Background: an optimization exercise with open tools, aiming at small area. Do not read the settings as production practice. The clock port is modelled as an ideal driver; clocking choices that lean on that would not hold on a real chip. Power is estimated from default activity; no workload was simulated.

Setup of the reference run:
==> flow/design.v <==
package bmem_pkg;
    localparam int BEAT_W      = 64;
    localparam int BEATS       = 4;
    localparam int LINE_W      = BEAT_W * BEATS;
    localparam int OFFSET_BITS = 5;
endpackage
module rr_arbiter2 (
    input  logic req_i,
    input  logic req_d,
    input  logic last_d,
    output logic gnt_d,
    output logic any_req
);
    assign gnt_d   = req_d & (~req_i | ~last_d);
    assign any_req = req_i | req_d;
endmodule
module bmem_beat_sel #(
    parameter int BEATS = 4
) (
    input  logic [BEATS-1:0] d,
    input  logic [BEATS-1:0] sel_n,
    output logic             q
);
    assign q = &(d | sel_n);
endmodule
module bmem_line_adapter #(
    parameter int ADDR_W = 32,
    parameter int BEAT_W = 64,
    parameter int BEATS  = 4
) (
    input  logic                      clk,
    input  logic                      rst,
    input  logic [ADDR_W-1:0]         i_addr,
    input  logic                      i_read,
    output logic [BEAT_W*BEATS-1:0]   i_rdata,
    output logic                      i_resp,
    input  logic [ADDR_W-1:0]         d_addr,
    input  logic                      d_read,
    input  logic                      d_write,
    input  logic [BEAT_W*BEATS-1:0]   d_wdata,
    output logic [BEAT_W*BEATS-1:0]   d_rdata,
    output logic                      d_resp,
    output logic [ADDR_W-1:0]         bmem_addr,
    output logic                      bmem_read,
    output logic                      bmem_write,
    output logic [BEAT_W-1:0]         bmem_wdata,
    input  logic                      bmem_ready,
    input  logic [ADDR_W-1:0]         bmem_raddr,
    input  logic [BEAT_W-1:0]         bmem_rdata,
    input  logic                      bmem_rvalid
);
    localparam int LINE_W = BEAT_W * BEATS;
    localparam int OFF    = bmem_pkg::OFFSET_BITS;
    localparam int CNT_W  = $clog2(BEATS);
    logic              wr_q;     
    logic              rdi_q;    
    logic              rdw_q;    
    logic              resp_q;   
    logic              gnt_q;    
    logic [CNT_W-1:0]  cnt_q;     
    logic [BEATS-1:0]  beat_n;    
    logic              idle;
    logic              gnt_d;
    logic              any_req;
    logic              beat_hit;
    logic              last;
    logic              adv;
    logic              done;
    logic              take;
    logic [ADDR_W-1:0] line_addr;
    logic [BEAT_W-1:0] beat_q [BEATS];
    rr_arbiter2 u_arb (
        .req_i   (i_read),
        .req_d   (d_read | d_write),
        .last_d  (gnt_q),
        .gnt_d   (gnt_d),
        .any_req (any_req)
    );
    assign idle      = ~(wr_q | rdi_q | rdw_q | resp_q);
    assign line_addr = {(gnt_q ? d_addr[ADDR_W-1:OFF] : i_addr[ADDR_W-1:OFF]), {OFF{1'b0}}};
    assign beat_hit  = rdw_q & bmem_rvalid & (bmem_raddr == line_addr);
    assign last      = &cnt_q;
    assign beat_n = {~(cnt_q[1] & cnt_q[0]), ~cnt_q[1] | cnt_q[0],
                     cnt_q[1] | ~cnt_q[0], cnt_q[1] | cnt_q[0]};
    assign adv  = (wr_q & bmem_ready) | beat_hit;
    assign done = adv & last;
    assign take = idle & any_req;
    always_ff @(posedge clk or posedge rst) begin
        if (rst) begin
            wr_q   <= 1'b0;
            rdi_q  <= 1'b0;
            rdw_q  <= 1'b0;
            resp_q <= 1'b0;
            gnt_q  <= 1'b0;
            cnt_q  <= '0;
        end else begin
            if (take)
                gnt_q <= gnt_d;
            cnt_q <= {cnt_q[1] ^ (adv & cnt_q[0]), cnt_q[0] ^ adv};
            wr_q   <= wr_q ? ~(bmem_ready & last) : (take & gnt_d & d_write);
            rdi_q  <= rdi_q ? ~bmem_ready : (take & ~(gnt_d & d_write));
            rdw_q  <= rdw_q ? ~(beat_hit & last) : (rdi_q & bmem_ready);
            resp_q <= done;
        end
    end
    always_ff @(posedge clk) begin
        for (int k = 0; k < BEATS - 1; k++)
            if (beat_hit && !beat_n[k])
                beat_q[k] <= bmem_rdata;
        beat_q[BEATS-1] <= bmem_rdata;
    end
    always_comb
        for (int k = 0; k < BEATS; k++)
            i_rdata[k*BEAT_W +: BEAT_W] = beat_q[k];
    assign d_rdata    = i_rdata;
    assign i_resp     = resp_q & ~gnt_q;
    assign d_resp     = resp_q & gnt_q;
    assign bmem_read  = rdi_q;
    assign bmem_write = wr_q;
    assign bmem_addr  = line_addr;
    for (genvar b = 0; b < BEAT_W; b++) begin : g_wsel
        logic [BEATS-1:0] d;
        for (genvar k = 0; k < BEATS; k++) begin : g_k
            assign d[k] = d_wdata[k*BEAT_W + b];
        end
        bmem_beat_sel #(.BEATS(BEATS)) u_sel (
            .d     (d),
            .sel_n (beat_n),
            .q     (bmem_wdata[b])
        );
    end
endmodule
==> flow/config.mk <==
export PLATFORM = sky130hd
export DESIGN_NAME = bmem_line_adapter
export DESIGN_NICKNAME = bmem_line_adapter
export VERILOG_FILES = /design/flow/design.v
export SDC_FILE = /design/flow/constraint.sdc
export NUM_CORES = 4
export LEC_CHECK = 0
export CAP_MARGIN = 20
export CORE_AREA = 10 10 390 390
export DIE_AREA = 0 0 400 400
export SLEW_MARGIN = 20
export SYNTH_HIERARCHICAL = 1
export SYNTH_MINIMUM_KEEP_SIZE = 0
==> flow/constraint.sdc <==
create_clock -name core_clock -period 5.0 [get_ports {clk}]
set_input_delay 1.0000 -clock core_clock [delete_from_list [all_inputs] [get_ports {clk}]]
set_output_delay 1.0000 -clock core_clock [all_outputs]
set_load 0.01 [all_outputs]
standard.sh (not shown) runs the stock make flow with config.mk's settings and CLKGATE_MAP_FILE= SYNTH_SCRIPT=/design/flow/synth_recipe.tcl, a recipe that flattens the netlist after the stock synthesis.
==> flow/flow/run.sh <==
#!/bin/bash
# Own layout flow: the standard ORFS flow (standard.sh), with
#  - the port buffers that global placement inserts taken from the smallest
#    buffer cell,
#  - clock tree synthesis clustering more sinks per leaf buffer and adding
#    no dummy loads, and
#  - after CTS, clock buffers upsized only where the flip-flop clock-pin
#    slew needs it (flow/post_cts.tcl).
set -euo pipefail
here=$(cd "$(dirname "${BASH_SOURCE[0]}")" && pwd)
export BUFFER_PORTS_ARGS="-buffer_cell sky130_fd_sc_hd__buf_1"
export CTS_ARGS="-sink_clustering_enable -repair_clock_nets -sink_clustering_size 30 -sink_clustering_max_diameter 100 -buf_list sky130_fd_sc_hd__clkbuf_4 -dont_use_dummy_load"
export POST_CTS_TCL="$here/post_cts.tcl"
bash standard.sh > standard_flow.log 2>&1
==> flow/flow/post_cts.tcl <==
# Runs at the end of ORFS's CTS step (POST_CTS_TCL). Upsizes each clock buffer
# whose flip-flop clock pins see a slew above the target, one drive step at a
# time, then legalises the placement again. Before that, cells on paths with
# setup slack to spare are downsized (repair_timing -recover_power).
estimate_parasitics -placement
repair_timing -recover_power 100 -verbose
set clk_slew_target [expr {[info exists ::env(CLK_SLEW_TARGET)] ? $::env(CLK_SLEW_TARGET) : 0.122}]
set clk_sizes {sky130_fd_sc_hd__clkbuf_1 sky130_fd_sc_hd__clkbuf_2 sky130_fd_sc_hd__clkbuf_4 sky130_fd_sc_hd__clkbuf_8 sky130_fd_sc_hd__clkbuf_16}
for {set iter 0} {$iter < 4} {incr iter} {
  estimate_parasitics -placement
  set slow [dict create]
  foreach pin [get_pins -hierarchical */CLK] {
    set s [expr {max([get_property $pin slew_max_rise], [get_property $pin slew_max_fall])}]
    if {$s > $clk_slew_target} {
      set net [get_nets -of_objects $pin]
      foreach drv [get_pins -of_objects $net -filter "direction == output"] {
        dict set slow [get_property [get_cells -of_objects $drv] full_name] 1
      }
    }
  }
  if {[dict size $slow] == 0} { break }
  set n 0
  foreach name [dict keys $slow] {
    set inst [[ord::get_db_block] findInst $name]
    set m [[$inst getMaster] getName]
    set i [lsearch $clk_sizes $m]
    if {$i >= 0 && $i < [llength $clk_sizes] - 1} {
      replace_cell [get_cells $name] [lindex $clk_sizes [expr {$i + 1}]]
      incr n
    }
  }
  puts "post_cts: iteration $iter upsized $n clock buffers"
  if {$n == 0} { break }
}
detailed_placement
check_placement -verbose
estimate_parasitics -placement
The reference run ran to completion and came out clean on the timing, DRC and antenna checks.
The inputs of the trial run differ from those of the reference run as listed below.
diff --git a/flow/flow/run.sh b/flow/flow/run.sh
--- a/flow/flow/run.sh
+++ b/flow/flow/run.sh
@@ -10,5 +10,5 @@
 here=$(cd "$(dirname "${BASH_SOURCE[0]}")" && pwd)
 export BUFFER_PORTS_ARGS="-buffer_cell sky130_fd_sc_hd__buf_1"
-export CTS_ARGS="-sink_clustering_enable -repair_clock_nets -sink_clustering_size 30 -sink_clustering_max_diameter 100 -buf_list sky130_fd_sc_hd__clkbuf_4 -dont_use_dummy_load"
+export CTS_ARGS="-sink_clustering_enable -repair_clock_nets -sink_clustering_size 25 -sink_clustering_max_diameter 80 -buf_list sky130_fd_sc_hd__clkbuf_4 -dont_use_dummy_load"
 export POST_CTS_TCL="$here/post_cts.tcl"
 bash standard.sh > standard_flow.log 2>&1
diff --git a/flow/flow/post_cts.tcl b/flow/flow/post_cts.tcl
--- a/flow/flow/post_cts.tcl
+++ b/flow/flow/post_cts.tcl
@@ -1,9 +1,6 @@
 # Runs at the end of ORFS's CTS step (POST_CTS_TCL). Upsizes each clock buffer
 # whose flip-flop clock pins see a slew above the target, one drive step at a
-# time, then legalises the placement again. Before that, cells on paths with
-# setup slack to spare are downsized (repair_timing -recover_power).
-estimate_parasitics -placement
-repair_timing -recover_power 100 -verbose
-set clk_slew_target [expr {[info exists ::env(CLK_SLEW_TARGET)] ? $::env(CLK_SLEW_TARGET) : 0.122}]
+# time, then legalises the placement again.
+set clk_slew_target [expr {[info exists ::env(CLK_SLEW_TARGET)] ? $::env(CLK_SLEW_TARGET) : 0.110}]
 set clk_sizes {sky130_fd_sc_hd__clkbuf_1 sky130_fd_sc_hd__clkbuf_2 sky130_fd_sc_hd__clkbuf_4 sky130_fd_sc_hd__clkbuf_8 sky130_fd_sc_hd__clkbuf_16}
 for {set iter 0} {$iter < 4} {incr iter} {
## What came out
The trial run against the reference run; total power is up slightly.
Compared with the reference run, the trial run shows a higher global-route track usage on met3.
The via count was comparable across the reference run and the trial run.
Delta(worst-case setup margin in the final layout, the trial run - the reference run) > 0
Summary of the trial run over the reference run: data arrival time of the critical path fell by 0.05 ns, final critical path time including I/O delays and setup fell by 0.042 ns, utilization after layout stayed essentially flat.
Looking at the reference run and the trial run, the global routing usage on met1 is a wash.
Delta (the trial run minus the reference run): length of routed met2 wiring has remained practically unchanged; routed wire length has remained practically unchanged.
No run of this note included a check of the RTL's function; only the layout flow was run.

afterwards: timing with drivers on the ports:
In the flow no input, the clock included, has a driving cell. The finished layouts below were timed again as built, in two steps. Step 1 assumes that a clkbuf_16 drives the clock port and a buf_2 every other input. Step 2, shift: input delay + t, output delay - t, t = (earliest + latest rising clock arrival at the registers) / 2. This alone moves slack from input paths to output paths. Slacks: no drivers / after step 1 / after step 2; pairs: no drivers / after step 1.
| run | t (ns) | setup WS [ns] | hold WS [ns] | worst setup path at the end | pins driven straight from the clock port |
|---|---|---|---|---|---|
| the reference run | 0.867 | 0.515 / 0.461 / 1.101 | 0.291 / 0.266 / 0.576 | input to register | 1 |
| the trial run | 0.897 | 0.556 / 0.499 / 1.209 | 0.271 / 0.238 / 0.571 | input to register | 1 |
After both steps every run listed still meets setup and hold.
